This is an optimization exercise on Yosys and OpenROAD, whose aim is small area and a short achievable clock period, not a production implementation. RTL that was checked went through simulation tests only; none was proved equivalent to the original. Function not checked in run 6: the RTL went through the layout flow alone. The flow treats the clock pin as an ideal source. Dropping or thinning the clock tree relies on that and would not hold on a real chip. Power and IR drop assume default switching activity.

==> design/flow/standard.sh <==
#!/bin/bash
# synth_recipe.tcl (not shown) runs the flow's synth.tcl, then flattens the netlist and writes it again
# the make line also repeats each setting of config.mk as NAME=value (left out here)
make -C /OpenROAD-flow-scripts/flow DESIGN_CONFIG=/design/flow/config.mk WORK_HOME=/design/flow/orfs CLKGATE_MAP_FILE= SYNTH_SCRIPT=/design/flow/synth_recipe.tcl "${@:-finish}"
==> design/flow/constraint.sdc <==
create_clock -name core_clock -period 6.0 [get_ports {CLK}]
set_input_delay 1.2000 -clock core_clock [delete_from_list [all_inputs] [get_ports {CLK}]]
set_output_delay 1.2000 -clock core_clock [all_outputs]
set_load 0.01 [all_outputs]
==> design/flow/design.v <==
`timescale 1ns/1ps
module spi_acl_responder #(
  parameter int          ADDR_W  = 6,
  parameter logic [7:0]  DEVID   = 8'hAD,
  parameter int          SYNC_FF = 2
) (
  input  logic              CLK,
  input  logic              RST,
  input  logic              SCLK,
  input  logic              SS,
  input  logic              SDI,
  output logic              SDO,
  input  logic              smp_valid,
  input  logic [7:0]        smp_x,
  input  logic [7:0]        smp_y,
  input  logic [7:0]        smp_z,
  output logic [7:0]        pwr_ctl,
  output logic              wr_stb,
  output logic [ADDR_W-1:0] wr_addr,
  output logic [7:0]        wr_data,
  output logic              frame_done,
  output logic              cmd_err
);
  localparam logic [7:0] CMD_WR = 8'h0A;
  localparam logic [7:0] CMD_RD = 8'h0B;
  localparam logic [5:0] A_DEV  = 6'h00;
  localparam logic [5:0] A_X    = 6'h08;
  localparam logic [5:0] A_Y    = 6'h09;
  localparam logic [5:0] A_Z    = 6'h0A;
  localparam logic [5:0] A_PWR  = 6'h2D;
  typedef enum logic [2:0] {
    S_IDLE, S_CMD, S_ADDR, S_WDATA, S_RDATA, S_IGNORE
  } state_t;
  state_t state, state_next;
  logic [1:0] sclk_sync, ss_sync, sdi_sync;
  logic sclk_s, ss_s, sdi_s, sclk_d, ss_d;
  logic rise, fall, rise_nx, ss_rise, ss_fall, active;
  logic [2:0] bit_cnt;
  logic [7:0] sr, rx_next, rx_pre, tx_next;
  logic [5:0] addr, addr_inc;
  logic       addr_bad, is_rd, got_byte, read_only;
  logic       bd_pre, byte_done, c_wr, c_rd, wr_en, tx_load, tx_shift, rx_shift, to_rdata;
  logic       sdo_q;
  logic [7:0] pwr_q, smp_xq, smp_yq, smp_zq;
  logic       smp_ok;
  logic [5:0] pre_addr;
  logic       pre_bad, f_dev, f_smp, f_y, f_z, f_pwr, f_c0, f_c1;
  logic [7:0] ld_val, smp_sel;
  logic [2:0] rot8, rot7, rot5;
  logic       clr;
  logic [4:0] pa;
  logic [2:0] hl [8];
  logic [7:0] tail [8];
  logic [7:0] ins;
  logic [5:0] ins_addr;
  logic [7:0] ins_data;
  logic [7:0] tail_sel;
  logic [2:0] cap_sel;
  logic       cap0, cap1;
  logic [7:0] cand0, cand1;
  assign sclk_s  = sclk_sync[1];
  assign ss_s    = ss_sync[1];
  assign sdi_s   = sdi_sync[1];
  assign rise    = sclk_s & ~sclk_d;
  assign fall    = ~sclk_s & sclk_d;
  assign rise_nx = sclk_sync[0] & ~sclk_s;
  assign ss_rise = ss_s & ~ss_d;
  assign ss_fall = ~ss_s & ss_d;
  assign active    = (state != S_IDLE) && !ss_s;
  assign rx_next   = {sr[6:0], sdi_s};
  assign rx_pre    = {sr[6:0], sdi_s};
  assign read_only = (addr == A_DEV) || (addr == A_X) || (addr == A_Y) || (addr == A_Z);
  assign addr_inc  = addr + 6'd1;
  assign bd_pre    = !RST && rise_nx && active && (bit_cnt == 3'd7);
  assign pwr_ctl = pwr_q;
  assign SDO     = sdo_q;
  always_ff @(posedge CLK) begin
    sclk_sync <= {sclk_sync[0], SCLK};
    sdi_sync  <= {sdi_sync[0], SDI};
    sclk_d    <= sclk_s;
    if (RST) begin
      ss_sync <= '0;
      ss_d    <= 1'b0;
    end else begin
      ss_sync <= {ss_sync[0], SS};
      ss_d    <= ss_s;
    end
  end
  always_ff @(posedge CLK) begin
    byte_done <= bd_pre;
    c_wr      <= rx_pre == CMD_WR;
    c_rd      <= rx_pre == CMD_RD;
    wr_en     <= bd_pre && state == S_WDATA && !addr_bad && !read_only;
  end
  always_ff @(posedge CLK) begin
    if (RST) state <= S_IDLE;
    else     state <= state_next;
  end
  always_comb begin
    state_next = state;
    if (ss_s) begin
      state_next = S_IDLE;
    end else begin
      case (state)
        S_IDLE:  if (ss_fall) state_next = S_CMD;
        S_CMD:   if (byte_done) state_next = (c_wr || c_rd) ? S_ADDR : S_IGNORE;
        S_ADDR:  if (byte_done) state_next = is_rd ? S_RDATA : S_WDATA;
        default: state_next = state;
      endcase
    end
  end
  always_comb begin
    if (state == S_ADDR) begin
      pre_addr = rx_pre[5:0];
      pre_bad  = rx_pre[7:6] != 2'b00;
    end else begin
      pre_addr = addr_inc;
      pre_bad  = addr_bad;
    end
  end
  always_ff @(posedge CLK) begin
    f_dev <= !pre_bad && pre_addr == A_DEV;
    f_smp <= !pre_bad && (pre_addr == A_X || pre_addr == A_Y || pre_addr == A_Z);
    f_y   <= pre_addr[0];
    f_z   <= pre_addr[1];
    f_pwr <= !pre_bad && pre_addr == A_PWR;
    f_c0  <= !pre_bad && !pre_addr[0] && pre_addr != A_DEV && pre_addr != A_X && pre_addr != A_Z;
    f_c1  <= !pre_bad && pre_addr[0] && pre_addr != A_Y && pre_addr != A_PWR;
  end
  assign smp_sel = f_z ? smp_zq : f_y ? smp_yq : smp_xq;
  assign ld_val  = ({8{f_dev}} & DEVID) | ({8{f_smp && smp_ok}} & smp_sel) | ({8{f_pwr}} & pwr_q) |
                   ({8{f_c0}} & cand0) | ({8{f_c1}} & cand1);
  assign to_rdata = (state == S_ADDR && is_rd) || state == S_RDATA;
  assign tx_load  = byte_done && to_rdata;
  assign tx_shift = active && state == S_RDATA && fall && bit_cnt != 3'd0;
  assign rx_shift = active && state != S_RDATA && rise;
  assign tx_next  = tx_load ? ld_val : tx_shift ? {sr[6:0], 1'b0} : rx_shift ? rx_next : sr;
  always_ff @(posedge CLK) begin
    sr <= tx_next;
    if (!active) begin
      bit_cnt  <= '0;
      got_byte <= 1'b0;
    end else begin
      if (rise) bit_cnt <= bit_cnt + 3'd1;
      if (byte_done) got_byte <= 1'b1;
      if (byte_done && state == S_CMD) is_rd <= c_rd;
      if (byte_done && state == S_ADDR) begin
        addr     <= rx_next[5:0];
        addr_bad <= rx_next[7:6] != 2'b00;
      end else if (byte_done && (state == S_WDATA || state == S_RDATA)) begin
        addr     <= addr_inc;
      end
    end
  end
  always_ff @(posedge CLK) begin
    if (RST) sdo_q <= 1'b0;
    else     sdo_q <= to_rdata && !ss_s && !ss_sync[0] && (state == S_RDATA || byte_done) && tx_next[7];
  end
  always_ff @(posedge CLK) begin
    if (RST) pwr_q <= 8'h00;
    else if (wr_en && addr == A_PWR) pwr_q <= rx_next;
    if (smp_valid) begin
      smp_xq <= smp_x;
      smp_yq <= smp_y;
      smp_zq <= smp_z;
    end
    if (RST) smp_ok <= 1'b0;
    else if (smp_valid) smp_ok <= 1'b1;
  end
  always_ff @(posedge CLK) begin
    if (RST) begin
      rot8 <= 3'd0;
      rot7 <= 3'd1;
      rot5 <= 3'd3;
      clr  <= 1'b1;
    end else begin
      rot8 <= rot8 + 3'd1;
      rot7 <= (rot7 == 3'd7) ? 3'd1 : rot7 + 3'd1;
      rot5 <= (rot5 == 3'd7) ? 3'd3 : rot5 + 3'd1;
      if (rot8 == 3'd7) clr <= 1'b0;
    end
  end
  assign hl[0] = rot7;
  assign hl[1] = rot5;
  assign hl[2] = rot8;
  assign hl[3] = rot8;
  assign hl[4] = rot8;
  assign hl[5] = (rot7 == 3'd5) ? 3'd0 : rot7;
  assign hl[6] = rot8;
  assign hl[7] = rot8;
  function automatic int rlen(input int r);
    case (r)
      0:       rlen = 7;
      1:       rlen = 5;
      5:       rlen = 7;
      default: rlen = 8;
    endcase
  endfunction
  always_ff @(posedge CLK) begin
    ins_addr <= wr_addr;
    if (RST) ins_data <= 8'h00;
    else     ins_data <= wr_data;
  end
  for (genvar r = 0; r < 8; r++) begin : g_ins
    assign ins[r] = clr || (ins_addr[5:3] == 3'(r) && ins_addr[2:0] == hl[r]);
  end
  for (genvar r = 0; r < 8; r++) begin : g_ring
    localparam int L = rlen(r);
    logic [8*L-1:0] q;
    assign tail[r] = q[8*L-1:8*L-8];
    always_ff @(posedge CLK) q <= {ins[r] ? ins_data : q[7:0], q[8*L-1:8]};
  end
  always_comb begin
    if (state == S_ADDR) pa = (bit_cnt == 3'd7) ? sr[4:0] : {sr[3:0], sdi_s};
    else                 pa = addr_inc[5:1];
  end
  always_ff @(posedge CLK) begin
    cap_sel <= pa[4:2];
    cap0    <= hl[pa[4:2]] == {pa[1:0], 1'b0};
    cap1    <= hl[pa[4:2]] == {pa[1:0], 1'b1};
  end
  assign tail_sel = tail[cap_sel];
  always_ff @(posedge CLK) begin
    if (cap0) cand0 <= tail_sel;
    if (cap1) cand1 <= tail_sel;
  end
  always_ff @(posedge CLK) begin
    if (RST) begin
      wr_stb     <= 1'b0;
      wr_addr    <= '0;
      wr_data    <= '0;
      frame_done <= 1'b0;
      cmd_err    <= 1'b0;
    end else begin
      wr_stb     <= wr_en;
      frame_done <= ss_rise && got_byte;
      if (wr_en) begin
        wr_addr <= addr;
        wr_data <= rx_next;
      end
      if (byte_done && state == S_CMD && !c_wr && !c_rd)
        cmd_err <= 1'b1;
    end
  end
endmodule
==> design/flow/flow/unroot_clk.tcl <==
proc unroot_clock_tree {} {
  set block [ord::get_db_block]
  set clknet [$block findNet CLK]
  set roots {}
  foreach it [$clknet getITerms] { if {[$it isInputSignal]} { lappend roots $it } }
  if {[llength $roots] != 1} { puts "unroot: [llength $roots] root pins, left alone"; return }
  set rit [lindex $roots 0]
  set root [$rit getInst]
  set x [$root findITerm X]
  set rootnet [$x getNet]
  set loads {}
  foreach lt [$rootnet getITerms] { if {[$lt isInputSignal]} { lappend loads $lt } }
  if {[llength $loads] > 4} { puts "unroot: root drives [llength $loads] pins, left alone"; return }
  foreach lt $loads { $lt disconnect; $lt connect $clknet }
  $rit disconnect
  $x disconnect
  odb::dbInst_destroy $root
  odb::dbNet_destroy $rootnet
  puts "unroot: CLK now drives [llength $loads] clock buffers directly"
}
unroot_clock_tree
==> design/flow/flow/run.sh <==
#!/bin/bash
set -euo pipefail
export BUFFER_PORTS_ARGS="-buffer_cell sky130_fd_sc_hd__buf_2"
export CTS_ARGS="-sink_clustering_enable -repair_clock_nets -sink_clustering_size 30 -sink_clustering_max_diameter 60 -buf_list sky130_fd_sc_hd__clkbuf_16 -dont_use_dummy_load"
export POST_CTS_TCL="$PWD/flow/unroot_clk.tcl"
bash standard.sh > standard.log 2>&1
==> design/flow/config.mk <==
export PLATFORM = sky130hd
export DESIGN_NAME = spi_acl_responder
export DESIGN_NICKNAME = spi_acl_responder
export VERILOG_FILES = /design/flow/design.v
export SDC_FILE = /design/flow/constraint.sdc
export NUM_CORES = 4
export LEC_CHECK = 0
export ABC_AREA = 1
export ABC_CLOCK_PERIOD_IN_PS = 2200
export CAP_MARGIN = 20
export CORE_MARGIN = 2
export CORE_UTILIZATION = 65
export CTS_BUF_LIST = sky130_fd_sc_hd__clkbuf_16
export CTS_CLUSTER_DIAMETER = 60
export CTS_CLUSTER_SIZE = 30
export PLACE_DENSITY = 0.75
export SETUP_SLACK_MARGIN = 4.0
export SLEW_MARGIN = 20
==> results.json, run 1 <==
{
  "hp-class": "register to register",
  "grt-ovfl-total": 0,
  "synth_nets": 1329,
  "clock.fmax_ghz": 0.4753,
  "crit_path_end_kind": "output pin",
  "drv_cap": 0,
  "first_pass_iters": 5,
  "area_delta_synth_final_pct": 11.19,
  "antenna_cells": 0,
  "crit_start": "wr_data[2]",
  "wl_per_cell_um": 17.91,
  "start_util": 0.6607,
  "yosysWarnings": 3,
  "nets": 1421,
  "r2r_start": "bit_cnt[0]",
  "fin_crit_ns": 2.104,
  "total_power_mw": 6.634,
  "antenna_found_initial": 0,
  "drive_gt1_frac": 0.1855,
  "seqCellArea_um2": 12810,
  "via_per_inst": 5.265,
  "grt_max_degree": 31,
  "crit_required_ns": 4.80,
  "dr.first_iter.drc_count": 846,
  "ys_types": 52,
  "finalClockSkew_ns": 0.05877,
  "wl_um": 30540,
  "worstSetupPathType": "register to output pin",
  "critPathMaxFanout": 2,
  "worst_pin_slew_ns": 1.003,
  "die_h_um": 163.8,
  "final_cell_mix": "dfxtp_1, inv_1, nand2_1, nor2_1, edfxtp_1",
  "final_common_cell": "dfxtp_1",
  "dp_slack_ns": 3.445,
  "drc": 0,
  "cpPeakStageDelay_ns": 0.37,
  "syn-instance-count": 1285,
  "n_fill_cell": 1608,
  "status": "complete, no violations",
  "crit_chain": "buf_6",
  "dieWidth_um": 163.8,
  "place_hpwl_um": 20320,
  "setup_tns_ns": 0,
  "dieArea_um2": 26810,
  "synthFlopType": "dfxtp_1",
  "synth-async-reset-ratio": 0,
  "ys_ff_latch": 610,
  "power.density_nw_per_um2": 359.7,
  "final_hold_viol_count": 0,
  "maxSlewHeadroom": 0.3292,
  "seq_area_frac_synth": 0.7693,
  "startpoint_type": "register",
  "power_leakage_nw": 7.363,
  "synth-edff-count": 55,
  "critPathArrivalTime_ns": 0.90,
  "final_max_slew_viol_count": 0,
  "grt_first_pass_wirelength_um": 46550,
  "clk_latency_ns": 0.45,
  "worst_slack_ns": 3.896,
  "antenna_left": 0,
  "finalSetupViolCount": 0,
  "grt_pass1_vias": 8647,
  "timing.final.crit_share": 0.3507,
  "port_buffers": 55,
  "rsz0062_at_grt": "true",
  "hp-start": "g_ring[0].q[22]",
  "fp-row-count": 58,
  "syn_area_per_cell_um2": 12.91,
  "slowest_stage": "dfxtp_4",
  "cp.buffers_inverters": 1,
  "num_io_pins": 56,
  "synthesis.area_um2": 16590,
  "cts_num_sinks": 610,
  "hold_ws_ns": 0.2816,
  "vdd_ir_drop_max_v": 0.0002685,
  "cp_top_family": "flip-flops",
  "clk_pin_slew_ns": 0.09,
  "multi_input_area_um2": 3278,
  "gp_congestion": 0.9036,
  "num_vias": 8976,
  "coreArea_um2": 25110,
  "grt.total_usage": 0.2258
}
-- power breakdown --
part	internal [mW]	switching [mW]	total, mW
Sequential	4.19	0.0782	4.27
Clock	0.832	1.11	1.95
Combinational	0.140	0.278	0.418
Total	5.16	1.47	6.63
-- flip-flops by register name (all words and copies together), names as in the netlist, 6 cells and up --
| signal | cells |
|---|---|
| ins_data | 8 |
| cand0 | 8 |
| wr_addr | 6 |
| smp_yq | 8 |
| smp_zq | 8 |
| wr_data | 8 |
| sr | 8 |
| cand1 | 8 |
| pwr_q | 8 |
| ins_addr | 6 |
| smp_xq | 8 |
| g_ring.q | 472 |
| addr | 6 |
-- layer usage --
metal / GRT usage / up-vias / share of wire
met5: 0 / - / 0
met4: 0.06659 / 0 / 0.031
met3: 0.02424 / 69 / 0.051
met2: 0.3646 / 286 / 0.46
met1: 0.3264 / 4260 / 0.46
li1: - / 4361 / -
-- worst reg2reg max path, stage by stage, from the launching register on --
cell,delay [ns]
dfxtp_2,0.35
ha_4,0.17
ha_4,0.18
inv_6,0.08
nand2_1,0.07
nand2_2,0.11
nor2_2,0.05
a21oi_4,0.17
nand3_4,0.14
nand3_2,0.12
nand3_4,0.09
o21ai_2,0.14
nand2_2,0.08
nor2_1,0.12
-- kinds of logic after synthesis --
| group | after synthesis | synth area share |
|---|---|---|
| flip-flops | 610 | 0.7693 |
| AND/OR/NAND/NOR | 258 | 0.07301 |
| AO/OA/AOI/OAI | 170 | 0.06328 |
| buffers and inverters | 165 | 0.03967 |
| multiplexers | 57 | 0.03832 |
| adder cells (fa/ha/maj) | 14 | 0.01056 |
| XOR/XNOR | 11 | 0.005808 |
-- cells in the mapped netlist (5+ instances only) --
cell type    n  area (um2)
o21ai_1      6       30.03
nor3_1      10       50.05
nand2_2      7       43.79
edfxtp_1    55        1652
o21ai_0     54       270.3
a21oi_1     49       245.2
a31oi_1     12       75.07
clkbuf_1    10       37.54
nand2_1    104       390.4
o22ai_1     24       150.1
mux2i_1      5       50.05
nand3_1     44       220.2
nor2_1      65       244.0
ha_1        14       175.2
nand4_1      8       50.05
nand3_2      5       50.05
xor2_1       8       70.07
inv_2        9       33.78
mux2_2      51       574.3
inv_1      134       503.0
dfxtp_1    555       11110
-- per-stage QoR --
step / cells / utilization / cell area [um2]
6_report: 1705 / 0.7346 / 18440
2_1_floorplan: 1285 / - / 16590
3_3_place_gp: 1650 / 0.6838 / 17170
5_1_grt: 1705 / 0.7346 / 18440
3_5_place_dp: 1650 / 0.6838 / 17170
-- area by class of cell --
type	count	area share
clock buffers	28	0.03799
inverters	144	0.03026
multi-input cells	511	0.1777
flip-flops and latches	610	0.6944
well taps	330	0.02239
repair buffers	82	0.03724
-- worst paths after layout --
path	end	cells past startpoint	slack, ns
setup / recovery	wr_data[2]	1	3.90
hold / removal	g_ring[0].q[14]	0	0.28
setup reg to reg	cap1	13	4.04
hold reg to reg	g_ring[0].q[14]	0	0.28
==> run 2: changes to the inputs <==
--- a/design/flow/config.mk
+++ b/design/flow/config.mk
@@ -6,7 +6,7 @@
 export NUM_CORES = 4
 export LEC_CHECK = 0
 export ABC_AREA = 1
-export ABC_CLOCK_PERIOD_IN_PS = 2200
+export ABC_CLOCK_PERIOD_IN_PS = 2000
 export CAP_MARGIN = 20
 export CORE_MARGIN = 2
 export CORE_UTILIZATION = 65
@@ -14,5 +14,5 @@
 export CTS_CLUSTER_DIAMETER = 60
 export CTS_CLUSTER_SIZE = 30
 export PLACE_DENSITY = 0.75
-export SETUP_SLACK_MARGIN = 4.0
+export SETUP_SLACK_MARGIN = 4.15
 export SLEW_MARGIN = 20
==> results.json, run 2 <==
{
  "hp-class": "register to register",
  "synth_most_common_cell": "dfxtp_1",
  "fin_crit_ns": 2.102,
  "grt_pass1_vias": 8842,
  "clk_pin_slew_ns": 0.09,
  "n_fill_cell": 1527,
  "status": "complete, no violations",
  "final_common_cell": "dfxtp_1",
  "crit_chain": "buf_6",
  "num_vias": 9131,
  "cts_num_sinks": 610,
  "area_delta_synth_final_pct": 13.63,
  "top_register": "g_ring.q",
  "first_pass_iters": 5,
  "placed_area_um2": 17170,
  "fp-row-count": 58,
  "synthFlopType": "dfxtp_1",
  "clk_latency_ns": 0.45,
  "largest_reg_flops": 472,
  "synth-edff-count": 55,
  "dr.first_iter.drc_count": 947,
  "crit_path_end_kind": "output pin",
  "cp.buffers_inverters": 1,
  "grt_max_degree": 31,
  "drv_cap": 0,
  "final_max_slew_viol_count": 0,
  "antenna_cells": 0,
  "cpPeakStageDelay_ns": 0.37,
  "wl_um": 32100,
  "via_per_inst": 5.299,
  "maxSlewHeadroom": 0.3343,
  "cp_top_family": "flip-flops",
  "wl_per_cell_um": 18.63,
  "grt-ovfl-total": 0,
  "stdcell_area_um2": 18850,
  "worst_slack_ns": 3.898,
  "final_cell_mix": "dfxtp_1, inv_1, nand2_1, nor2_1, edfxtp_1",
  "num_io_pins": 56,
  "syn-instance-count": 1285,
  "power.density_nw_per_um2": 355.8,
  "drc": 0,
  "dp_slack_ns": 3.445,
  "port_buffers": 55,
  "nets": 1439,
  "clock.fmax_ghz": 0.4757,
  "crit_required_ns": 4.80,
  "yosys.area.top_type": "dfxtp_1",
  "dieArea_um2": 26810,
  "synth_nets": 1329,
  "final_hold_viol_count": 0,
  "yosys-top-cells-count": "dfxtp_1, inv_1, nand2_1, nor2_1, edfxtp_1",
  "dieWidth_um": 163.8,
  "antenna_found_initial": 0,
  "synth-async-reset-ratio": 0,
  "antenna_left": 0,
  "finalSetupViolCount": 0,
  "gp_congestion": 0.9036,
  "seq_area_frac_synth": 0.7693,
  "synthTopCellsByArea": "dfxtp_1, edfxtp_1, mux2_2",
  "critPathArrivalTime_ns": 0.90,
  "synth_top_area_share": 0.6698,
  "ys_ff_latch": 610,
  "power_leakage_nw": 7.498,
  "rsz0062_at_grt": "true",
  "coreArea_um2": 25110,
  "vdd_ir_drop_max_v": 0.0002710,
  "grt_first_pass_wirelength_um": 47300,
  "slowest_stage": "dfxtp_4",
  "grt.total_usage": 0.2292,
  "worstSetupPathType": "register to output pin",
  "start_util": 0.6607,
  "critPathMaxFanout": 2,
  "yosysWarnings": 3,
  "finalClockSkew_ns": 0.05844,
  "place_hpwl_um": 20320,
  "synthesis.area_um2": 16590,
  "die_h_um": 163.8,
  "setup_tns_ns": 0,
  "startpoint_type": "register",
  "syn_area_per_cell_um2": 12.91,
  "timing.final.crit_share": 0.3504,
  "ys_types": 52,
  "worst_pin_slew_ns": 0.9949,
  "drive_gt1_frac": 0.2225
}
==> run 2: cell types whose count changed in the layout (fill, tap and decap cells not counted), sizes merged <==
cell / delta
inv: +1
clkinvlp: -1
buf: +18
==> run 2: path summary, 6_finish.rpt <==
check	from	to	slack, ns	depth (start not counted)
worst min register to register	g_ring[0].q[22]	g_ring[0].q[14]	0.28	0
worst min-delay path	g_ring[0].q[22]	g_ring[0].q[14]	0.28	0
worst max register to register	addr[0]	cap1	4.04	11
worst max-delay path	wr_data[2]	wr_data[2]	3.90	1
==> run 2: area by class of cell <==
type                            count  area (um2)  area share
Sequential cell                   610       12810      0.6799
Multi-Input combinational cell    511        3506      0.1860
Timing Repair Buffer              100       858.3     0.04554
Clock buffer                       28       700.7     0.03717
Inverter                          144       556.8     0.02954
Tap cell                          330       412.9     0.02191
==> run 2: kinds of logic (layout without fill, tap and decap cells) <==
family	Yosys count	after routing	share of synthesized area
AND/OR/NAND/NOR	258	259	0.07301
XOR/XNOR	11	11	0.005808
multiplexers	57	57	0.03832
flip-flops	610	610	0.7693
buffers and inverters	165	272	0.03967
adder cells (fa/ha/maj)	14	14	0.01056
AO/OA/AOI/OAI	170	170	0.06328
==> run 2: per-stage QoR <==
stage	util	hold WS [ns]	power (mW)	std cells
3_5_place_dp	0.6838	0.3121	4.728	1650
2_1_floorplan	-	0.3096	4.634	1285
3_3_place_gp	0.6838	0.3096	4.714	1650
5_1_grt	0.7507	0.2772	6.925	1723
6_report	0.7507	0.2841	6.706	1723
==> run 2: metal layers <==
layer	track usage	vias to the layer above	wire [um]
met5	0	-	0
met4	0.06738	0	1021
met3	0.02298	77	1559
met2	0.3732	289	15070
met1	0.3298	4368	14450
li1	-	4397	-
==> run 2: power by group <==
| group | internal, mW | total (mW) | switching (mW) | leakage, nW |
|---|---|---|---|---|
| registers | 4.19 | 4.28 | 0.0822 | 5.02 |
| clock network | 0.832 | 1.95 | 1.12 | 0.345 |
| logic | 0.165 | 0.477 | 0.311 | 2.13 |
==> run 3: changes to the inputs <==
==> design/flow/flow/run.sh (replaced) <==
#!/bin/bash
set -euo pipefail
export BUFFER_PORTS_ARGS="-buffer_cell sky130_fd_sc_hd__buf_2"
export CTS_ARGS="-sink_clustering_enable -repair_clock_nets -sink_clustering_size 30 -sink_clustering_max_diameter 60 -buf_list sky130_fd_sc_hd__clkbuf_16 -dont_use_dummy_load"
export POST_CTS_TCL="$PWD/flow/quad_clk.tcl"
bash standard.sh > standard.log 2>&1
==> design/flow/flow/quad_clk.tcl (new file) <==
# Rebuild the top of the clock tree that CTS made (root buffer -> first-level buffers -> leaf
# buffers): the leaf buffers are split into four groups by location (halves in x, then halves
# in y), and each group is driven by one clock buffer that takes the clock straight from the CLK
# port (4 cells, the port's fanout limit). Every register's clock path loses one buffer stage
# alike; the leaf buffers and everything below them are kept as CTS made them.
proc quad_clock_tree {} {
  set block [ord::get_db_block]
  set clknet [$block findNet CLK]
  set rits {}
  foreach it [$clknet getITerms] { if {[$it isInputSignal]} { lappend rits $it } }
  if {[llength $rits] != 1} { puts "quad: [llength $rits] root pins, left alone"; return }
  set root [[lindex $rits 0] getInst]
  set rootnet [[$root findITerm X] getNet]
  set mids {}
  foreach it [$rootnet getITerms] { if {[$it isInputSignal]} { lappend mids [$it getInst] } }
  set leaves {}
  foreach mid $mids {
    set mnet [[$mid findITerm X] getNet]
    foreach it [$mnet getITerms] {
      if {![$it isInputSignal]} { continue }
      if {![string match "*clkbuf*" [[[$it getInst] getMaster] getName]]} {
        puts "quad: first level drives a non-buffer, left alone"; return
      }
      set box [[$it getInst] getBBox]
      lappend leaves [list $it [expr {([$box xMin] + [$box xMax]) / 2}] [expr {([$box yMin] + [$box yMax]) / 2}]]
    }
  }
  if {[llength $leaves] < 8} { puts "quad: only [llength $leaves] leaf buffers, left alone"; return }
  # Split by x, then each half by y.
  set byx [lsort -integer -index 1 $leaves]
  set h [expr {[llength $byx] / 2}]
  set groups {}
  foreach half [list [lrange $byx 0 [expr {$h - 1}]] [lrange $byx $h end]] {
    set byy [lsort -integer -index 2 $half]
    set q [expr {[llength $byy] / 2}]
    lappend groups [lrange $byy 0 [expr {$q - 1}]] [lrange $byy $q end]
  }
  # Drivers and nets: reuse the root and first-level buffers and their nets, make the rest.
  set master [[ord::get_db] findMaster sky130_fd_sc_hd__clkbuf_16]
  set drivers [concat [list $root] $mids]
  set nets {}
  foreach d $drivers { lappend nets [[$d findITerm X] getNet] }
  set k 0
  while {[llength $drivers] < 4} {
    lappend drivers [odb::dbInst_create $block $master "clkbuf_quad_$k"]
    set n [odb::dbNet_create $block "clknet_quad_$k"]
    $n setSigType CLOCK
    lappend nets $n
    incr k
  }
  # Disconnect the old top of the tree.
  foreach d $drivers {
    foreach pin {A X} {
      set it [$d findITerm $pin]
      if {[$it getNet] ne "NULL" && [$it getNet] ne ""} { $it disconnect }
    }
  }
  foreach l $leaves { [lindex $l 0] disconnect }
  # Connect and place each group's driver at its leaves' centroid.
  for {set g 0} {$g < 4} {incr g} {
    set d [lindex $drivers $g]
    set n [lindex $nets $g]
    [$d findITerm A] connect $clknet
    [$d findITerm X] connect $n
    set sx 0; set sy 0
    foreach l [lindex $groups $g] {
      [lindex $l 0] connect $n
      incr sx [lindex $l 1]; incr sy [lindex $l 2]
    }
    set cnt [llength [lindex $groups $g]]
    $d setLocation [expr {$sx / $cnt}] [expr {$sy / $cnt}]
    $d setPlacementStatus PLACED
  }
  global_connect
  detailed_placement
  puts "quad: CLK drives 4 clock buffers, over [llength $leaves] leaf buffers in groups of [join [lmap g $groups {llength $g}] {, }]"
}
quad_clock_tree
removed: design/flow/flow/unroot_clk.tcl
==> results.json, run 3 <==
{
  "antenna_found_initial": 0,
  "dr.first_iter.drc_count": 845,
  "largest_reg_flops": 472,
  "cp.buffers_inverters": 1,
  "top_layer": "met4",
  "cp_num_cells": 1,
  "final_common_cell": "dfxtp_1",
  "clock.fmax_ghz": 0.4873,
  "dieArea_um2": 26810,
  "rr_endpoint": "cap1",
  "final_hold_viol_count": 0,
  "met1_length_um": 14560,
  "worstSetupPathType": "register to output pin",
  "cpPeakStageDelay_ns": 0.37,
  "final_cell_mix": "dfxtp_1, inv_1, nand2_1, nor2_1, edfxtp_1",
  "synthesis.area_um2": 16590,
  "critPathMaxFanout": 2,
  "yosysWarnings": 3,
  "crit_path_end_kind": "output pin",
  "via_per_inst": 5.288,
  "ys_ff_latch": 610,
  "synth_top_area_share": 0.6698,
  "num_vias": 9096,
  "worst_pin_slew_ns": 0.9975,
  "n_fill_cell": 1556,
  "top_register": "g_ring.q",
  "synth-async-reset-ratio": 0,
  "syn-instance-count": 1285,
  "grt_pass1_vias": 8868,
  "cp-endpoint": "wr_data[2]",
  "slowest_stage": "dfxtp_4",
  "synthTopCellsByArea": "dfxtp_1, edfxtp_1, mux2_2",
  "yosys.area.top_type": "dfxtp_1",
  "grt_max_degree": 31,
  "synthFlopType": "dfxtp_1",
  "cts_tree": "yes",
  "place_hpwl_um": 20320,
  "ys_types": 52,
  "wl_per_cell_um": 18.54,
  "final_max_slew_viol_count": 0,
  "drv_cap": 0,
  "antenna_left": 0,
  "start_util": 0.6607,
  "cp_top_family": "flip-flops",
  "total_power_mw": 6.744,
  "dp_slack_ns": 3.445,
  "grt_first_pass_wirelength_um": 47630,
  "antenna_cells": 0,
  "r2r_start": "addr[0]",
  "seqCellArea_um2": 12820,
  "multi_input_area_um2": 3338,
  "clk_latency_ns": 0.37,
  "instances_no_fill": 1720,
  "dr_wl_met3_um": 1493,
  "rsz0062_at_grt": "true",
  "power.density_nw_per_um2": 361.0,
  "timing.final.crit_share": 0.3420,
  "first_pass_iters": 5,
  "setup_tns_ns": 0,
  "synth_nets": 1329,
  "crit_chain": "buf_6",
  "hp-class": "register to register",
  "syn_area_per_cell_um2": 12.91,
  "cts_num_sinks": 610,
  "critPathArrivalTime_ns": 0.85,
  "maxSlewHeadroom": 0.3325,
  "grt-ovfl-total": 0,
  "dp.cells": 1650,
  "fin_crit_ns": 2.052,
  "crit_start": "wr_data[2]",
  "die_h_um": 163.8,
  "grt.total_usage": 0.2354,
  "coreArea_um2": 25110,
  "drc": 0,
  "wl_um": 31890,
  "synth_most_common_cell": "dfxtp_1",
  "nets": 1436,
  "num_io_pins": 56,
  "drive_gt1_frac": 0.2079,
  "power_leakage_nw": 7.468,
  "seq_area_frac_synth": 0.7693,
  "clk_pin_slew_ns": 0.10,
  "area_delta_synth_final_pct": 12.62,
  "startpoint_type": "register",
  "r2r_slack_ns": 4.09,
  "rr_worst_depth": 11,
  "vdd_ir_drop_max_v": 0.0002723,
  "finalSetupViolCount": 0,
  "finalClockSkew_ns": 0.03947,
  "fp-row-count": 58,
  "port_buffers": 55,
  "yosys-top-cells-count": "dfxtp_1, inv_1, nand2_1, nor2_1, edfxtp_1",
  "worst_slack_ns": 3.948,
  "synth-edff-count": 55,
  "dr_wl_met2_um": 15030,
  "status": "complete, no violations",
  "crit_required_ns": 4.80,
  "gp_congestion": 0.9036,
  "dieWidth_um": 163.8
}
run 3: worst min path at each step:
| stage | slack, ns | to | startpoint | cells past startpoint |
|---|---|---|---|---|
| floorplan | 0.31 | g_ring[0].q[0] | g_ring[0].q[8] | 0 |
| global placement | 0.31 | g_ring[1].q[4] | g_ring[1].q[12] | 0 |
| detailed placement | 0.31 | g_ring[0].q[0] | g_ring[0].q[8] | 0 |
| global route | 0.31 | g_ring[0].q[14] | g_ring[0].q[22] | 0 |
| finish | 0.31 | g_ring[4].q[33] | g_ring[4].q[41] | 0 |
run 3: metal layers:
layer,up-vias,global-route usage
li1,4385,-
met1,4387,0.3308
met2,252,0.3747
met3,72,0.04394
met4,0,0.07337
met5,-,0
run 3: report_power, final:
group	total, mW	switching (mW)	internal, mW
sequential	4.28	0.0840	4.19
clock	2.03	1.13	0.900
combinational	0.441	0.290	0.151
total	6.74	1.50	5.24
run 3: cells by family after synthesis:
kind of cell | synth area share
and+or+nand+nor | 0.07301
muxes | 0.03832
AOI/OAI and AO/OA | 0.06328
buffers and inverters | 0.03967
DFF | 0.7693
adders and majority gates | 0.01056
xor gates and xnor gates | 0.005808
run 3: worst register-to-register path: cells and delay by family, from the launching register on:
kind	cells	cell delay, ns
compound gates	2	0.37
fa+ha+maj	1	0.25
flops	1	0.42
simple gates	8	0.80
run 3: metrics by stage:
stage / cell area (um2) / utilization / hold slack [ns]
after floorplan: 16590 / - / 0.3096
after global placement: 17170 / 0.6838 / 0.3096
after detailed placement: 17170 / 0.6838 / 0.3121
after global routing: 18680 / 0.7440 / 0.3057
final: 18680 / 0.7440 / 0.3084
run 3: final cells by class, without the clock buffers:
cell class / instances / share of cell area
inverters: 144 / 0.02967
repair buffers: 95 / 0.04333
well taps: 330 / 0.02210
plain buffers: 1 / 0.001339
flip-flops and latches: 610 / 0.6860
multi-input cells: 511 / 0.1787
==> run 4: changes to the inputs <==
--- a/design/flow/config.mk
+++ b/design/flow/config.mk
@@ -6,7 +6,7 @@
 export NUM_CORES = 4
 export LEC_CHECK = 0
 export ABC_AREA = 1
-export ABC_CLOCK_PERIOD_IN_PS = 2000
+export ABC_CLOCK_PERIOD_IN_PS = 2200
 export CAP_MARGIN = 20
 export CORE_MARGIN = 2
 export CORE_UTILIZATION = 65
@@ -14,5 +14,5 @@
 export CTS_CLUSTER_DIAMETER = 60
 export CTS_CLUSTER_SIZE = 30
 export PLACE_DENSITY = 0.75
-export SETUP_SLACK_MARGIN = 4.15
+export SETUP_SLACK_MARGIN = 4.0
 export SLEW_MARGIN = 20
==> results.json, run 4 <==
{
  "cpPeakStageDelay_ns": 0.37,
  "clk_pin_slew_ns": 0.10,
  "synth-async-reset-ratio": 0,
  "wl_per_cell_um": 18.10,
  "use_met2": 0.3692,
  "syn-instance-count": 1285,
  "synthesis.area_um2": 16590,
  "synthFlopType": "dfxtp_1",
  "hp-class": "register to register",
  "final_max_slew_viol_count": 0,
  "antenna_cells": 0,
  "cp_top_family": "flip-flops",
  "n_fill_cell": 1584,
  "clk_latency_ns": 0.37,
  "crit_start": "wr_data[2]",
  "antenna_found_initial": 0,
  "critPathMaxFanout": 2,
  "maxSlewHeadroom": 0.3339,
  "synth-edff-count": 55,
  "seqCellArea_um2": 12810,
  "slowest_stage": "dfxtp_4",
  "crit_chain": "buf_6",
  "instances_no_fill": 1708,
  "grt_first_pass_wirelength_um": 47020,
  "top_register": "g_ring.q",
  "startpoint_type": "register",
  "ys_types": 52,
  "yosys-top-cells-count": "dfxtp_1, inv_1, nand2_1, nor2_1, edfxtp_1",
  "yosysWarnings": 3,
  "grt_pass1_vias": 8704,
  "drc": 0,
  "fp-row-count": 58,
  "port_buffers": 55,
  "multi_input_area_um2": 3278,
  "rsz0062_at_grt": "true",
  "synth_top_area_share": 0.6698,
  "r2r_start": "bit_cnt[0]",
  "nets": 1424,
  "synth_nets": 1329,
  "hold_ws_ns": 0.3084,
  "drive_gt1_frac": 0.1865,
  "seq_area_frac_synth": 0.7693,
  "final_cell_mix": "dfxtp_1, inv_1, nand2_1, nor2_1, edfxtp_1",
  "cts_num_sinks": 610,
  "grt.total_usage": 0.2326,
  "area_delta_synth_final_pct": 11.52,
  "finalSetupViolCount": 0,
  "status": "complete, no violations",
  "clock.fmax_ghz": 0.4877,
  "largest_reg_flops": 472,
  "fin_crit_ns": 2.051,
  "synthTopCellsByArea": "dfxtp_1, edfxtp_1, mux2_2",
  "cts_tree": "yes",
  "grt_max_degree": 31,
  "synth_most_common_cell": "dfxtp_1",
  "total_power_mw": 6.710,
  "dieWidth_um": 163.8,
  "r2r_slack_ns": 4.04,
  "cp_num_cells": 1,
  "crit_path_end_kind": "output pin",
  "dr.first_iter.drc_count": 868,
  "worstSetupPathType": "register to output pin",
  "grtUsageMet1": 0.3293,
  "grt.busiest_layer": "met2",
  "start_util": 0.6607,
  "syn_area_per_cell_um2": 12.91,
  "rr_worst_depth": 13,
  "coreArea_um2": 25110,
  "die_h_um": 163.8,
  "drv_cap": 0,
  "timing.final.crit_share": 0.3418,
  "dp.cells": 1650,
  "vdd_ir_drop_max_v": 0.0002723,
  "worst_pin_slew_ns": 0.9954,
  "yosys.area.top_type": "dfxtp_1",
  "gp_congestion": 0.9036,
  "cp-endpoint": "wr_data[2]",
  "rr_endpoint": "cap1",
  "final_common_cell": "dfxtp_1",
  "dieArea_um2": 26810,
  "wl_um": 30910,
  "power_leakage_nw": 7.392,
  "cp.buffers_inverters": 1,
  "num_io_pins": 56,
  "finalClockSkew_ns": 0.04057,
  "ys_ff_latch": 610,
  "critPathArrivalTime_ns": 0.85,
  "power.density_nw_per_um2": 362.7,
  "antenna_left": 0,
  "place_hpwl_um": 20320,
  "via_per_inst": 5.273,
  "final_hold_viol_count": 0,
  "whs_path_depth": 0,
  "grt-ovfl-total": 0,
  "setup_tns_ns": 0,
  "first_pass_iters": 5,
  "grt_util_met3": 0.04268,
  "crit_required_ns": 4.80,
  "num_vias": 9007
}
## run 4: kinds of logic after synthesis
family          after synthesis  share of synthesized area
fa+ha+maj                    14                    0.01056
simple gates                258                    0.07301
xor+xnor                     11                   0.005808
compound gates              170                    0.06328
mux                          57                    0.03832
buf+inv                     165                    0.03967
flops                       610                     0.7693
## run 4: routing by layer
layer,vias up,wire (um)
li1,4364,-
met3,60,1763
met4,0,792
met5,-,0
met2,284,14280
met1,4299,14070
## run 4: through the flow
stage / cell area (um2) / util / setup WS, ns
after floorplan: 16590 / - / 4.159
after global placement: 17170 / 0.6838 / 3.522
after detailed placement: 17170 / 0.6838 / 3.445
after global routing: 18500 / 0.7368 / 3.919
final: 18500 / 0.7368 / 3.950
## run 4: worst min path at each step
stage	startpoint	end	slack, ns
3_5_place_dp	g_ring[0].q[8]	g_ring[0].q[0]	0.31
5_1_grt	g_ring[0].q[22]	g_ring[0].q[14]	0.31
6_report	g_ring[4].q[41]	g_ring[4].q[33]	0.31
3_3_place_gp	g_ring[1].q[12]	g_ring[1].q[4]	0.31
2_1_floorplan	g_ring[0].q[8]	g_ring[0].q[0]	0.31
## run 4: final cells by class, without the clock buffers
type                    instances  area share
repair buffers                 83     0.03754
flip-flops and latches        610      0.6922
inverters                     144     0.03016
multi-input cells             511      0.1772
plain buffers                   1    0.001353
well taps                     330     0.02232
## run 4: where the power goes
group	leakage, nW	total, mW	switching (mW)	internal, mW
Combinational	2.00	0.423	0.281	0.142
Clock	0.370	2.01	1.11	0.900
Sequential	5.02	4.27	0.0795	4.19
Total	7.39	6.71	1.48	5.23
## run 4: worst reg2reg max path: stages, from the launching register on
cell,delay [ns]
dfxtp_2,0.35
ha_4,0.17
ha_4,0.18
inv_6,0.08
nand2_1,0.07
nand2_2,0.11
nor2_2,0.05
a21oi_4,0.17
nand3_4,0.14
nand3_2,0.12
nand3_4,0.09
o21ai_2,0.14
nand2_2,0.08
nor2_1,0.12
==> run 5: changes to the inputs <==
--- a/design/flow/config.mk
+++ b/design/flow/config.mk
@@ -9,10 +9,10 @@
 export ABC_CLOCK_PERIOD_IN_PS = 2200
 export CAP_MARGIN = 20
 export CORE_MARGIN = 2
-export CORE_UTILIZATION = 65
+export CORE_UTILIZATION = 75
 export CTS_BUF_LIST = sky130_fd_sc_hd__clkbuf_16
 export CTS_CLUSTER_DIAMETER = 60
 export CTS_CLUSTER_SIZE = 30
-export PLACE_DENSITY = 0.75
+export PLACE_DENSITY = 0.85
 export SETUP_SLACK_MARGIN = 4.0
 export SLEW_MARGIN = 20
==> results.json, run 5 <==
{
  "clk_latency_ns": 0.38,
  "synth_top_area_share": 0.6698,
  "synth-async-reset-ratio": 0,
  "grt_util_met3": 0.06001,
  "cts_tree": "yes",
  "cp_top_family": "XOR/XNOR gates",
  "maxSlewHeadroom": 0.2797,
  "syn-instance-count": 1285,
  "hp-class": "register to register",
  "grt_first_pass_wirelength_um": 52350,
  "grt.total_usage": 0.2944,
  "grt-ovfl-total": 0,
  "hp-start": "g_ring[4].q[9]",
  "fp-row-count": 54,
  "crit_required_ns": 6.24,
  "num_io_pins": 56,
  "critPathArrivalTime_ns": 2.42,
  "crit_path_end_kind": "register",
  "status": "complete, no violations",
  "ys_ff_latch": 610,
  "intPower_mw": 5.241,
  "synthTopCellsByArea": "dfxtp_1, edfxtp_1, mux2_2",
  "fin_crit_ns": 2.183,
  "stdcell_area_um2": 18530,
  "final_cell_mix": "dfxtp_1, inv_1, nand2_1, nor2_1, edfxtp_1",
  "via_per_inst": 5.829,
  "clk_pin_slew_ns": 0.11,
  "num_vias": 9700,
  "timing.final.crit_share": 0.3638,
  "dr.first_iter.drc_count": 1160,
  "multi_input_area_um2": 3324,
  "final_hold_viol_count": 0,
  "total_power_mw": 6.778,
  "p_clk_frac": 0.301,
  "ys_types": 52,
  "gp_congestion": 0.8892,
  "antenna_found_initial": 0,
  "final_max_slew_viol_count": 0,
  "final_common_cell": "dfxtp_1",
  "dieArea_um2": 23320,
  "vdd_ir_drop_max_v": 0.0003233,
  "seqCellArea_um2": 12800,
  "worst_pin_slew_ns": 1.076,
  "finalSetupViolCount": 0,
  "nets": 1430,
  "n_fill_cell": 930,
  "switching_share": 0.2268,
  "wl_per_cell_um": 21.95,
  "synthFlopType": "dfxtp_1",
  "slowest_stage": "xor2_1",
  "setup_tns_ns": 0,
  "wl_um": 36520,
  "syn_area_per_cell_um2": 12.91,
  "crit_chain": "inv_1 -> nor2_4 -> xor2_1 -> o41ai_4 -> buf_12 -> o21ai_0",
  "hold_ws_ns": 0.2719,
  "yosysWarnings": 3,
  "first_pass_iters": 9,
  "power.switching_mw": 1.537,
  "start_util": 0.7625,
  "p_seq_frac": 0.631,
  "crit_start": "rot7[2]",
  "antenna_left": 0,
  "coreArea_um2": 21760,
  "drv_cap": 0,
  "use_met2": 0.4886,
  "clock.fmax_ghz": 0.4581,
  "cts_num_sinks": 610,
  "worstSetupPathType": "register to register",
  "combPwrFrac": 0.068,
  "r2r_start": "rot7[2]",
  "cp.buffers_inverters": 2,
  "place_hpwl_um": 20510,
  "critPathMaxFanout": 7,
  "cpPeakStageDelay_ns": 0.52,
  "yosys-top-cells-count": "dfxtp_1, inv_1, nand2_1, nor2_1, edfxtp_1",
  "drc": 0,
  "power.density_nw_per_um2": 365.9,
  "dieWidth_um": 152.7,
  "antenna_cells": 0,
  "largest_reg_flops": 472,
  "seq_area_frac_synth": 0.7693,
  "drive_gt1_frac": 0.1944,
  "power_leakage_nw": 7.428,
  "grt_pass1_vias": 9449,
  "synth_nets": 1329,
  "area_delta_synth_final_pct": 11.68,
  "finalClockSkew_ns": 0.05886,
  "top_register": "g_ring.q",
  "port_buffers": 55,
  "placed_area_um2": 17110,
  "die_h_um": 152.7,
  "rsz0062_at_grt": "true",
  "grt_max_degree": 31,
  "grt.busiest_layer": "met2",
  "startpoint_type": "register",
  "grtUsageMet1": 0.3925,
  "synth_most_common_cell": "dfxtp_1",
  "yosys.area.top_type": "dfxtp_1",
  "synth-edff-count": 55,
  "synthesis.area_um2": 16590
}
==> run 5: cell type report, without the clock buffers <==
| cell class | count | share of cell area |
|---|---|---|
| Timing Repair Buffer | 89 | 0.04018 |
| Sequential cell | 610 | 0.6910 |
| Multi-Input combinational cell | 511 | 0.1794 |
| Buffer | 1 | 0.001351 |
| Inverter | 144 | 0.02992 |
| Tap cell | 280 | 0.01891 |
==> run 5: cells by family (layout without fill, tap and decap cells) <==
kind of cell / after synthesis / after routing / share of synthesized area
mux: 57 / 57 / 0.03832
xor+xnor: 11 / 11 / 0.005808
flops: 610 / 610 / 0.7693
compound gates: 170 / 170 / 0.06328
buf+inv: 165 / 263 / 0.03967
fa+ha+maj: 14 / 14 / 0.01056
simple gates: 258 / 259 / 0.07301
==> run 5: power by group through the flow <==
stage | clock (mW) | sequential (mW) | combinational (mW)
after floorplan | 0 | 4.33 | 0.307
after global placement | 0 | 4.35 | 0.351
after detailed placement | 0 | 4.36 | 0.367
after global routing | 2.16 | 4.29 | 0.497
final | 2.04 | 4.28 | 0.464
==> run 5: per-layer routing <==
metal | vias up | part of all wire
li1 | 4369 | -
met1 | 4618 | 0.39
met2 | 527 | 0.48
met3 | 186 | 0.078
met4 | 0 | 0.051
met5 | - | 0
==> run 5: path summary, 6_finish.rpt <==
path / end / slack [ns] / depth (start not counted)
worst max-delay path: g_ring[5].q[48] / 3.82 / 6
worst min-delay path: g_ring[4].q[1] / 0.27 / 0
worst max register to register: g_ring[5].q[48] / 3.82 / 6
worst min register to register: g_ring[4].q[1] / 0.27 / 0
==> run 5: per-stage QoR <==
stage / cells / utilization / setup slack (ns)
2_1_floorplan: 1285 / - / 4.159
3_3_place_gp: 1600 / 0.7863 / 3.624
3_5_place_dp: 1600 / 0.7863 / 3.589
6_report: 1664 / 0.8516 / 3.817
5_1_grt: 1664 / 0.8516 / 3.794
==> run 5: worst reg2reg max path: cells and delay by family, from the launching register on <==
family | cells | cell delay [ns]
AND/OR/NAND/NOR | 1 | 0.14
AO/OA/AOI/OAI | 2 | 0.51
XOR/XNOR | 1 | 0.52
flip-flops | 1 | 0.50
buffers and inverters | 2 | 0.39
==> run 6: changes to the inputs <==
--- a/design/flow/design.v
+++ b/design/flow/design.v
@@ -44,12 +44,12 @@
   logic [7:0] pwr_q, smp_xq, smp_yq, smp_zq;
   logic       smp_ok;
   logic [5:0] pre_addr;
-  logic       pre_bad, f_dev, f_smp, f_y, f_z, f_pwr, f_c0, f_c1;
+  logic       pre_bad, f_dev, f_smp, f_y, f_z, f_c0, f_c1;
   logic [7:0] ld_val, smp_sel;
-  logic [2:0] rot8, rot7, rot5;
+  logic [2:0] rot8;
   logic       clr;
   logic [4:0] pa;
-  logic [2:0] hl [8];
+  logic       pa_ab, pa_r1;
   logic [7:0] tail [8];
   logic [7:0] ins;
   logic [5:0] ins_addr;
@@ -123,12 +123,11 @@
     f_smp <= !pre_bad && (pre_addr == A_X || pre_addr == A_Y || pre_addr == A_Z);
     f_y   <= pre_addr[0];
     f_z   <= pre_addr[1];
-    f_pwr <= !pre_bad && pre_addr == A_PWR;
     f_c0  <= !pre_bad && !pre_addr[0] && pre_addr != A_DEV && pre_addr != A_X && pre_addr != A_Z;
-    f_c1  <= !pre_bad && pre_addr[0] && pre_addr != A_Y && pre_addr != A_PWR;
+    f_c1  <= !pre_bad && pre_addr[0] && pre_addr != A_Y;
   end
   assign smp_sel = f_z ? smp_zq : f_y ? smp_yq : smp_xq;
-  assign ld_val  = ({8{f_dev}} & DEVID) | ({8{f_smp && smp_ok}} & smp_sel) | ({8{f_pwr}} & pwr_q) |
+  assign ld_val  = ({8{f_dev}} & DEVID) | ({8{f_smp && smp_ok}} & smp_sel) |
                    ({8{f_c0}} & cand0) | ({8{f_c1}} & cand1);
   assign to_rdata = (state == S_ADDR && is_rd) || state == S_RDATA;
   assign tx_load  = byte_done && to_rdata;
@@ -170,39 +169,25 @@
   always_ff @(posedge CLK) begin
     if (RST) begin
       rot8 <= 3'd0;
-      rot7 <= 3'd1;
-      rot5 <= 3'd3;
       clr  <= 1'b1;
     end else begin
       rot8 <= rot8 + 3'd1;
-      rot7 <= (rot7 == 3'd7) ? 3'd1 : rot7 + 3'd1;
-      rot5 <= (rot5 == 3'd7) ? 3'd3 : rot5 + 3'd1;
       if (rot8 == 3'd7) clr <= 1'b0;
     end
   end
-  assign hl[0] = rot7;
-  assign hl[1] = rot5;
-  assign hl[2] = rot8;
-  assign hl[3] = rot8;
-  assign hl[4] = rot8;
-  assign hl[5] = (rot7 == 3'd5) ? 3'd0 : rot7;
-  assign hl[6] = rot8;
-  assign hl[7] = rot8;
   function automatic int rlen(input int r);
-    case (r)
-      0:       rlen = 7;
-      1:       rlen = 5;
-      5:       rlen = 7;
-      default: rlen = 8;
-    endcase
+    rlen = (r == 1) ? 4 : 8;
   endfunction
   always_ff @(posedge CLK) begin
     ins_addr <= wr_addr;
     if (RST) ins_data <= 8'h00;
     else     ins_data <= wr_data;
   end
-  for (genvar r = 0; r < 8; r++) begin : g_ins
-    assign ins[r] = clr || (ins_addr[5:3] == 3'(r) && ins_addr[2:0] == hl[r]);
+  assign ins[0] = clr || (ins_addr[5:3] == 3'd0 && ins_addr[2:0] == rot8) ||
+                  (ins_addr == 6'h0B && rot8 == 3'd0);
+  assign ins[1] = clr || (ins_addr[5:2] == 4'b0011 && ins_addr[1:0] == rot8[1:0]);
+  for (genvar r = 2; r < 8; r++) begin : g_ins
+    assign ins[r] = clr || (ins_addr[5:3] == 3'(r) && ins_addr[2:0] == rot8);
   end
   for (genvar r = 0; r < 8; r++) begin : g_ring
     localparam int L = rlen(r);
@@ -214,10 +199,12 @@
     if (state == S_ADDR) pa = (bit_cnt == 3'd7) ? sr[4:0] : {sr[3:0], sdi_s};
     else                 pa = addr_inc[5:1];
   end
-  always_ff @(posedge CLK) begin
-    cap_sel <= pa[4:2];
-    cap0    <= hl[pa[4:2]] == {pa[1:0], 1'b0};
-    cap1    <= hl[pa[4:2]] == {pa[1:0], 1'b1};
+  assign pa_ab = pa == 5'b00101;
+  assign pa_r1 = pa[4:2] == 3'd1 && pa[1];
+  always_ff @(posedge CLK) begin
+    cap_sel <= pa_ab ? 3'd0 : pa[4:2];
+    cap0    <= pa_r1 ? rot8[1:0] == {pa[0], 1'b0} : rot8 == {pa[1:0], 1'b0};
+    cap1    <= pa_r1 ? rot8[1:0] == {pa[0], 1'b1} : pa_ab ? rot8 == 3'd0 : rot8 == {pa[1:0], 1'b1};
   end
   assign tail_sel = tail[cap_sel];
   always_ff @(posedge CLK) begin
--- a/design/flow/config.mk
+++ b/design/flow/config.mk
@@ -9,10 +9,10 @@
 export ABC_CLOCK_PERIOD_IN_PS = 2200
 export CAP_MARGIN = 20
 export CORE_MARGIN = 2
-export CORE_UTILIZATION = 75
+export CORE_UTILIZATION = 65
 export CTS_BUF_LIST = sky130_fd_sc_hd__clkbuf_16
 export CTS_CLUSTER_DIAMETER = 60
 export CTS_CLUSTER_SIZE = 30
-export PLACE_DENSITY = 0.85
+export PLACE_DENSITY = 0.75
 export SETUP_SLACK_MARGIN = 4.0
 export SLEW_MARGIN = 20
==> results.json, run 6 <==
{
  "whs_path_depth": 0,
  "clk_pin_slew_ns": 0.10,
  "dieWidth_um": 163.1,
  "port_buffers": 55,
  "hp-start": "g_ring[2].q[40]",
  "power_leakage_nw": 7.200,
  "antenna_cells": 0,
  "seq_area_frac_synth": 0.7771,
  "fin_crit_ns": 2.020,
  "wl_um": 29920,
  "finalClockSkew_ns": 0.03868,
  "grt_max_degree": 50,
  "synthTopCellsByArea": "dfxtp_1, edfxtp_1, nand2_1",
  "rsz0062_at_grt": "true",
  "antenna_found_initial": 0,
  "clk_latency_ns": 0.36,
  "nets": 1461,
  "first_pass_iters": 5,
  "place_hpwl_um": 19690,
  "rr_worst_depth": 5,
  "coreArea_um2": 25040,
  "placed_area_um2": 16940,
  "status": "complete, no violations",
  "r2r_start": "cap_sel[0]",
  "die_h_um": 163.1,
  "ys_types": 46,
  "rr_endpoint": "cand0[0]",
  "worstSetupPathType": "register to output pin",
  "vdd_ir_drop_max_v": 0.0002871,
  "cp.buffers_inverters": 1,
  "start_util": 0.6570,
  "yosysWarnings": 2,
  "dieArea_um2": 26600,
  "crit_path_end_kind": "output pin",
  "power.density_nw_per_um2": 360.4,
  "crit_required_ns": 4.80,
  "yosys.area.top_type": "dfxtp_1",
  "grt_pass1_vias": 8705,
  "synthesis.area_um2": 16450,
  "instances_no_fill": 1749,
  "antenna_left": 0,
  "synth_most_common_cell": "dfxtp_1",
  "worst_pin_slew_ns": 0.8533,
  "cpPeakStageDelay_ns": 0.37,
  "via_per_inst": 5.161,
  "clock.fmax_ghz": 0.4949,
  "crit_chain": "buf_6",
  "num_vias": 9026,
  "slowest_stage": "dfxtp_2",
  "synth-async-reset-ratio": 0,
  "drc": 0,
  "setup_tns_ns": 0,
  "synth-edff-count": 55,
  "ys_ff_latch": 611,
  "yosys-top-cells-count": "dfxtp_1, nand2_1, inv_1, nand3_1, o21ai_0",
  "final_hold_viol_count": 0,
  "timing.final.crit_share": 0.3367,
  "synth_top_area_share": 0.6767,
  "grt_first_pass_wirelength_um": 45860,
  "grt-ovfl-total": 0,
  "synthFlopType": "dfxtp_1",
  "holdPathEnd": "g_ring[2].q[32]",
  "final_cell_mix": "dfxtp_1, nand2_1, inv_1, nand3_1, o21ai_0",
  "r2r_slack_ns": 4.12,
  "synth_nets": 1403,
  "fp-row-count": 58,
  "maxSlewHeadroom": 0.4290,
  "startpoint_type": "register",
  "cp_top_family": "flip-flops",
  "area_delta_synth_final_pct": 9.006,
  "wl_per_cell_um": 17.11,
  "gp_congestion": 0.8663,
  "cts_num_sinks": 611,
  "cts_tree": "yes",
  "critPathMaxFanout": 2,
  "final_common_cell": "dfxtp_1",
  "top_register": "g_ring.q",
  "drive_gt1_frac": 0.1092,
  "critPathArrivalTime_ns": 0.82,
  "largest_reg_flops": 480,
  "syn-instance-count": 1363,
  "dp.cells": 1712,
  "finalSetupViolCount": 0,
  "num_io_pins": 56,
  "crit_start": "wr_addr[3]",
  "final_max_slew_viol_count": 0,
  "drv_cap": 0,
  "stdcell_area_um2": 17930,
  "dr.first_iter.drc_count": 917,
  "syn_area_per_cell_um2": 12.07,
  "hp-class": "register to register",
  "grt.total_usage": 0.2299
}
run 6: changes by cell type after synthesis, sizes merged, moves of 4 or more:
| cell | change |
|---|---|
| nand2 | +86 |
| mux2 | -52 |
| nand3 | +41 |
| buf | +16 |
| o21ai | +13 |
| inv | +9 |
| nor3 | -9 |
| xor2 | -5 |
| ha | -4 |
| mux2i | -4 |
run 6: stage by stage:
stage               setup slack (ns)  hold WS (ns)  power (mW)    util
finish                         3.980        0.3082       6.462  0.7162
global placement               3.679        0.3097       4.567  0.6765
global route                   3.918        0.3081       6.688  0.7162
detailed placement             3.669        0.3121       4.576  0.6765
floorplan                      4.010        0.3096       4.510       -
run 6: logic make-up (layout without fill, tap and decap cells):
logic type / after synthesis / after routing / share of synthesized area
multiplexers: 1 / 1 / 0.0006085
adder cells (fa/ha/maj): 10 / 10 / 0.007606
flip-flops: 611 / 611 / 0.7771
AND/OR/NAND/NOR: 374 / 374 / 0.1034
AO/OA/AOI/OAI: 174 / 174 / 0.06207
XOR/XNOR: 4 / 4 / 0.002130
buffers and inverters: 189 / 245 / 0.04716
run 6: area by class of cell, without the clock buffers:
type / count / area (um2)
Sequential cell: 611 / 12810
Timing Repair Buffer: 63 / 485.5
Multi-Input combinational cell: 563 / 2914
Fill cell: 1647 / 7106
Buffer: 1 / 25.02
Tap cell: 330 / 412.9
Inverter: 153 / 580.6
run 6: how the worst max path moves through the flow:
stage | endpoint | slack, ns | cells past startpoint
finish | wr_addr[3] | 3.98 | 1
global route | pwr_q[4] | 3.92 | 4
detailed placement | wr_en | 3.67 | 6
global placement | wr_en | 3.68 | 6
floorplan | wr_data[7] | 4.01 | 5
run 6: where the power goes:
part	leakage (nW)	switching, mW	internal, mW	total (mW)
clock network	0.357	1.10	0.872	1.97
logic	1.82	0.184	0.0789	0.263
registers	5.02	0.0527	4.17	4.23
total	7.20	1.34	5.12	6.46
run 6: routing by layer:
layer	GRT usage	share of wire	vias to the layer above	wire, um
met2	0.3557	0.45	267	13440
met4	0.07241	0.024	0	705
met1	0.3253	0.46	4239	13900
met3	0.05333	0.063	49	1882
li1	-	-	4471	-
met5	0	0	-	0
==> run 7: changes to the inputs <==
--- a/design/flow/design.v
+++ b/design/flow/design.v
@@ -51,7 +51,8 @@
   logic [4:0] pa;
   logic       pa_ab, pa_r1;
   logic [7:0] tail [8];
-  logic [7:0] ins;
+  logic [7:0] ins, ins_hit;
+  logic       stb_d;
   logic [5:0] ins_addr;
   logic [7:0] ins_data;
   logic [7:0] tail_sel;
@@ -180,20 +181,21 @@
   endfunction
   always_ff @(posedge CLK) begin
     ins_addr <= wr_addr;
+    stb_d    <= wr_en;
     if (RST) ins_data <= 8'h00;
     else     ins_data <= wr_data;
-  end
-  assign ins[0] = clr || (ins_addr[5:3] == 3'd0 && ins_addr[2:0] == rot8) ||
-                  (ins_addr == 6'h0B && rot8 == 3'd0);
-  assign ins[1] = clr || (ins_addr[5:2] == 4'b0011 && ins_addr[1:0] == rot8[1:0]);
+    for (int r = 0; r < 8; r++) ins[r] <= clr || (ins_hit[r] && !stb_d);
+  end
+  assign ins_hit[0] = (ins_addr[5:3] == 3'd0 && ins_addr[2:0] == rot8) || (ins_addr == 6'h0B && rot8 == 3'd0);
+  assign ins_hit[1] = ins_addr[5:2] == 4'b0011 && ins_addr[1:0] == rot8[1:0];
   for (genvar r = 2; r < 8; r++) begin : g_ins
-    assign ins[r] = clr || (ins_addr[5:3] == 3'(r) && ins_addr[2:0] == rot8);
+    assign ins_hit[r] = ins_addr[5:3] == 3'(r) && ins_addr[2:0] == rot8;
   end
   for (genvar r = 0; r < 8; r++) begin : g_ring
     localparam int L = rlen(r);
     logic [8*L-1:0] q;
     assign tail[r] = q[8*L-1:8*L-8];
-    always_ff @(posedge CLK) q <= {ins[r] ? ins_data : q[7:0], q[8*L-1:8]};
+    always_ff @(posedge CLK) q <= {q[7:0], ins[r] ? ins_data : q[8*L-1:8*L-8], q[8*L-9:8]};
   end
   always_comb begin
     if (state == S_ADDR) pa = (bit_cnt == 3'd7) ? sr[4:0] : {sr[3:0], sdi_s};
--- a/design/flow/flow/quad_clk.tcl
+++ b/design/flow/flow/quad_clk.tcl
@@ -2,7 +2,8 @@
 # buffers): the leaf buffers are split into four groups by location (halves in x, then halves
 # in y), and each group is driven by one clock buffer that takes the clock straight from the CLK
 # port (4 cells, the port's fanout limit). Every register's clock path loses one buffer stage
-# alike; the leaf buffers and everything below them are kept as CTS made them.
+# alike; the leaf buffers and everything below them are kept as CTS made them. The four group
+# drivers are clkbuf_16.
 proc quad_clock_tree {} {
   set block [ord::get_db_block]
   set clknet [$block findNet CLK]
@@ -38,6 +39,7 @@
   # Drivers and nets: reuse the root and first-level buffers and their nets, make the rest.
   set master [[ord::get_db] findMaster sky130_fd_sc_hd__clkbuf_16]
   set drivers [concat [list $root] $mids]
+  foreach d $drivers { if {[$d getMaster] ne $master} { $d swapMaster $master } }
   set nets {}
   foreach d $drivers { lappend nets [[$d findITerm X] getNet] }
   set k 0
--- a/design/flow/config.mk
+++ b/design/flow/config.mk
@@ -14,5 +14,5 @@
 export CTS_CLUSTER_DIAMETER = 60
 export CTS_CLUSTER_SIZE = 30
 export PLACE_DENSITY = 0.75
-export SETUP_SLACK_MARGIN = 4.0
+export SETUP_SLACK_MARGIN = 4.1
 export SLEW_MARGIN = 20
==> results.json, run 7 <==
{
  "seqCellArea_um2": 13000,
  "syn-instance-count": 1295,
  "hp-start": "g_ring[0].q[15]",
  "worstSetupPathType": "register to output pin",
  "power.density_nw_per_um2": 369.5,
  "clk_latency_ns": 0.36,
  "grt_pass1_vias": 8451,
  "power_leakage_nw": 7.030,
  "via_per_inst": 5.117,
  "placed_area_um2": 16830,
  "worst_pin_slew_ns": 0.6787,
  "rr_endpoint": "addr[5]",
  "area_delta_synth_final_pct": 9.810,
  "gp_congestion": 0.8683,
  "synth-edff-count": 55,
  "num_io_pins": 56,
  "drv_cap": 0,
  "crit_chain": "buf_6",
  "start_util": 0.6669,
  "switching_share": 0.2075,
  "grt_max_degree": 31,
  "vdd_ir_drop_max_v": 0.0002644,
  "crit_required_ns": 4.80,
  "post-route-util": 0.7323,
  "num_vias": 8612,
  "cp.buffers_inverters": 1,
  "nets": 1401,
  "cp_num_cells": 1,
  "antenna_left": 0,
  "grt-ovfl-total": 0,
  "cts_num_sinks": 620,
  "die_h_um": 162.4,
  "p_seq_frac": 0.648,
  "timing.final.crit_share": 0.3355,
  "n_fill_cell": 1600,
  "top_register": "g_ring.q",
  "status": "complete, no violations",
  "yosys.area.top_type": "dfxtp_1",
  "final_common_cell": "dfxtp_1",
  "final_max_slew_viol_count": 0,
  "cp_top_family": "flip-flops",
  "critPathMaxFanout": 2,
  "finalSetupViolCount": 0,
  "wl_um": 28120,
  "fp-row-count": 57,
  "holdPathEnd": "g_ring[0].q[7]",
  "startpoint_type": "register",
  "intPower_mw": 5.245,
  "r2r_start": "state[1]",
  "coreArea_um2": 24460,
  "synth_nets": 1335,
  "cts_tree": "yes",
  "synth_most_common_cell": "dfxtp_1",
  "dieArea_um2": 26380,
  "slowest_stage": "dfxtp_2",
  "p_clk_frac": 0.310,
  "synth-async-reset-ratio": 0,
  "maxSlewHeadroom": 0.5358,
  "stdcell_area_um2": 17910,
  "ys_ff_latch": 620,
  "crit_path_end_kind": "output pin",
  "finalClockSkew_ns": 0.03969,
  "synth_top_area_share": 0.6934,
  "place_hpwl_um": 18820,
  "final_cell_mix": "dfxtp_1, nand2_1, inv_1, o21ai_0",
  "grt_first_pass_wirelength_um": 44130,
  "ys_types": 49,
  "synthesis.area_um2": 16310,
  "yosysWarnings": 2,
  "whs_path_depth": 0,
  "setup_tns_ns": 0,
  "drc": 0,
  "first_pass_iters": 5,
  "clk_pin_slew_ns": 0.10,
  "drive_gt1_frac": 0.1273,
  "cpPeakStageDelay_ns": 0.36,
  "antenna_found_initial": 0,
  "rsz0062_at_grt": "true",
  "synthFlopType": "dfxtp_1",
  "yosys-top-cells-count": "dfxtp_1, nand2_1, inv_1, o21ai_0, nor2_1",
  "dieWidth_um": 162.4,
  "syn_area_per_cell_um2": 12.60,
  "antenna_cells": 0,
  "final_hold_viol_count": 0,
  "critPathArrivalTime_ns": 0.81,
  "power.switching_mw": 1.374,
  "fin_crit_ns": 2.013,
  "port_buffers": 55,
  "r2r_slack_ns": 4.21,
  "wl_per_cell_um": 16.71,
  "combPwrFrac": 0.042,
  "hp-class": "register to register",
  "rr_worst_depth": 5,
  "largest_reg_flops": 480,
  "multi_input_area_um2": 2683,
  "synthTopCellsByArea": "dfxtp_1, edfxtp_1, o21ai_0",
  "seq_area_frac_synth": 0.7946,
  "dr.first_iter.drc_count": 681,
  "grt.total_usage": 0.2211,
  "clock.fmax_ghz": 0.4967
}
run 7: worst max-delay path by stage:
| stage | to | slack, ns | from |
|---|---|---|---|
| 3_3_place_gp | wr_en | 3.57 | RST |
| 2_1_floorplan | sdo_q | 4.10 | RST |
| 5_1_grt | wr_addr[2] | 3.97 | wr_addr[2] |
| 6_report | wr_addr[4] | 3.99 | wr_addr[4] |
| 3_5_place_dp | wr_en | 3.57 | RST |
run 7: logic make-up (layout without fill, tap and decap cells):
group | after synthesis | in the layout | share of synthesized area
AO/OA/AOI/OAI | 219 | 219 | 0.07570
adder cells (fa/ha/maj) | 10 | 10 | 0.007670
multiplexers | 9 | 9 | 0.006136
buffers and inverters | 172 | 236 | 0.04218
flip-flops | 620 | 620 | 0.7946
AND/OR/NAND/NOR | 261 | 261 | 0.07156
XOR/XNOR | 4 | 4 | 0.002148
run 7: cell type report, without the clock buffers:
class	count	area share
plain buffers	1	0.001397
inverters	139	0.02948
multi-input cells	503	0.1498
flip-flops and latches	620	0.7258
well taps	324	0.02263
repair buffers	66	0.02906
run 7: power by group through the flow:
stage	logic [mW]	clock network (mW)	registers, mW
after global routing	0.315	2.24	4.29
after detailed placement	0.272	0	4.38
final	0.279	2.05	4.29
after global placement	0.266	0	4.38
after floorplan	0.223	0	4.36
run 7: metal layers:
layer	up-vias	global-route usage	wire, um	part of all wire
li1	4278	-	-	-
met1	4034	0.2881	12450	0.44
met2	227	0.3598	13090	0.47
met3	73	0.04354	1376	0.049
met4	0	0.1050	1210	0.043
met5	-	0	0	0
run 7: stage by stage:
step	total power [mW]	setup WS, ns	std cells	hold slack [ns]
after floorplan	4.579	4.100	1295	0.3096
after global placement	4.645	3.569	1641	0.3096
after detailed placement	4.652	3.569	1641	0.3121
after global routing	6.845	3.968	1683	0.2939
final	6.619	3.987	1683	0.2958

Check on run 7: ideal ports give 3.987 ns setup slack; a clkbuf_16 on the clock port and buf_2 on the inputs give 3.885 ns; moving port delays by the midpoint clock arrival (0.441 ns) as well gives 3.808 ns.
